From an optimization exercise on the open Yosys and OpenROAD flow, aimed at small area; shortcuts taken in it are not production practice.
In this exercise RTL edits were held to simulation tests only and were not proved equivalent to the original.
Power and IR drop assume default switching activity.

// pir_motion_event_detector_core
module pir_motion_event_detector_core #(
  parameter int unsigned TIME_WIDTH = 32
) (
  input  logic                             clk,
  input  logic                             rst,
  input  logic                             s_tvalid,
  output logic                             s_tready,
  input  logic [39:0]                      s_tdata,   
  output logic                             m_tvalid,
  input  logic                             m_tready,
  output logic [39:0]                      m_tdata,   
  output logic [pmed_pkg::CodeWidth-1:0]   m_tuser,   
  input  logic                             cfg_valid,
  output logic                             cfg_ready,
  input  logic [pmed_pkg::CfgIdxWidth-1:0] cfg_index,
  input  logic [pmed_pkg::CfgDataW-1:0]    cfg_data
);
  pmed_pkg::cfg_t cfg;
  logic                           out_valid;
  logic [pmed_pkg::PortTimeW-1:0] out_time;
  logic [pmed_pkg::CodeWidth-1:0] out_code;
  assign cfg_ready = 1'b1;
  pmed_cfg_regs u_cfg (
    .clk      (clk),
    .rst      (rst),
    .wr_en    (cfg_valid),
    .wr_index (cfg_index),
    .wr_data  (cfg_data),
    .cfg      (cfg)
  );
  assign s_tready = ~out_valid | m_tready;
  pmed_event_logic u_logic (
    .clk          (clk),
    .rst          (rst),
    .accept       (s_tvalid & s_tready),
    .take         (m_tready),
    .motion_level (s_tdata[0]),
    .now_ms       (s_tdata[pmed_pkg::PortTimeW:1]),
    .cfg          (cfg),
    .out_valid    (out_valid),
    .out_code     (out_code),
    .out_time     (out_time)
  );
  assign m_tvalid = out_valid;
  assign m_tdata  = {cfg.sensor_id, out_time};
  assign m_tuser  = out_code;
endmodule
make LEC_CHECK=0 CAP_MARGIN=20 CORE_MARGIN=2 CORE_UTILIZATION=40 CTS_BUF_LIST=sky130_fd_sc_hd__clkbuf_8 CTS_CLUSTER_DIAMETER=100 CTS_CLUSTER_SIZE=30 SLEW_MARGIN=20 finish   # period 7.5 ns
run.sh (not shown) runs the stock make flow with config.mk's settings and CLKGATE_MAP_FILE= SYNTH_SCRIPT=/design/flow/synth_recipe.tcl, a recipe that flattens the netlist after the stock synthesis.
The baseline went through all stages and came out clean.
Then changed:
==> flow/flow/run.sh (new file) <==
#!/bin/bash
set -euo pipefail
echo 'export BUFFER_PORTS_ARGS = -buffer_cell sky130_fd_sc_hd__buf_1' >> config.mk
bash standard.sh > standard_flow.log 2>&1
==> flow/standard.sh (new file) <==
#!/bin/bash
# synth_recipe.tcl (not shown) runs the flow's synth.tcl, then flattens the netlist and writes it again
# the make line also repeats each setting of config.mk as NAME=value (left out here)
make -C /OpenROAD-flow-scripts/flow DESIGN_CONFIG=/design/flow/config.mk WORK_HOME=/design/flow/orfs CLKGATE_MAP_FILE= SYNTH_SCRIPT=/design/flow/synth_recipe.tcl "${@:-finish}"
--- a/flow/config.mk
+++ b/flow/config.mk
@@ -11,3 +10,0 @@
-export CTS_BUF_LIST = sky130_fd_sc_hd__clkbuf_8
-export CTS_CLUSTER_DIAMETER = 100
-export CTS_CLUSTER_SIZE = 30
@@ -14,0 +12 @@
+export BUFFER_PORTS_ARGS = -buffer_cell sky130_fd_sc_hd__buf_1
removed: flow/run.sh
=> Combinational power shrinks by 7.5%; power grows by 7.9%; setup slack gets better by 390 ps; routed wire length is about the same; synthesized cell count does not change; final cell count stays flat; die area does not change; first-iteration DRC count grows by 12%; global-route usage shrinks by 0.10 points; final area shrinks by 5.2%.
Then changed:
==> flow/run.sh (new file) <==
#!/bin/bash
# synth_recipe.tcl (not shown) runs the flow's synth.tcl, then flattens the netlist and writes it again
# the make line also repeats each setting of config.mk as NAME=value (left out here)
make -C /OpenROAD-flow-scripts/flow DESIGN_CONFIG=/design/flow/config.mk WORK_HOME=/design/flow/orfs CLKGATE_MAP_FILE= SYNTH_SCRIPT=/design/flow/synth_recipe.tcl finish
--- a/flow/config.mk
+++ b/flow/config.mk
@@ -12 +11,0 @@
-export BUFFER_PORTS_ARGS = -buffer_cell sky130_fd_sc_hd__buf_1
removed: flow/flow/run.sh
removed: flow/standard.sh
Effect:
- sequential share of layout area drops by 2.2 points
- power climbs by 3.9%
- worst setup slack got worse by 440 ps
- clock-buffer cell count does not change
- sequential cell count stays the same
- non-clock buffer count drops by 1
- cell area climbs by 7.3%
- fmax drops by 7.6%
- global-route usage climbs by 0.25 points

[afterwards: timing with drivers on the ports]
In the flow no input, the clock included, has a driving cell. The finished layouts below were timed again as built, in two steps. Step 1, drivers: a clkbuf_16 drives clk and a buf_2 each remaining input, both assumed. Step 2 adds t to the input delays and takes it off the output delays; t is the mean of the earliest and latest rising clock arrival at the registers after step 1. Input paths then give back, and output paths get back, about the clock's delay inside the block. Slacks: no drivers / after step 1 / after step 2; pairs: no drivers / after step 1.
run | t, ns | setup slack, ns | worst setup path after step 2 | latest minus earliest clock arrival (ns)
the first run | 0.497 | 1.800 / 1.822 / 1.324 | input to register | 0.019 / 0.019
the second run | 0.463 | 2.193 / 2.211 / 1.749 | input to register | 0.010 / 0.009
the third run | 0.472 | 1.754 / 1.778 / 1.307 | input to register | 0.014 / 0.013
After both steps setup and hold are still met in every run listed. The setup slack of the first run, which loses most, moves by +0.022 ns with the drivers and by -0.476 ns with both steps.
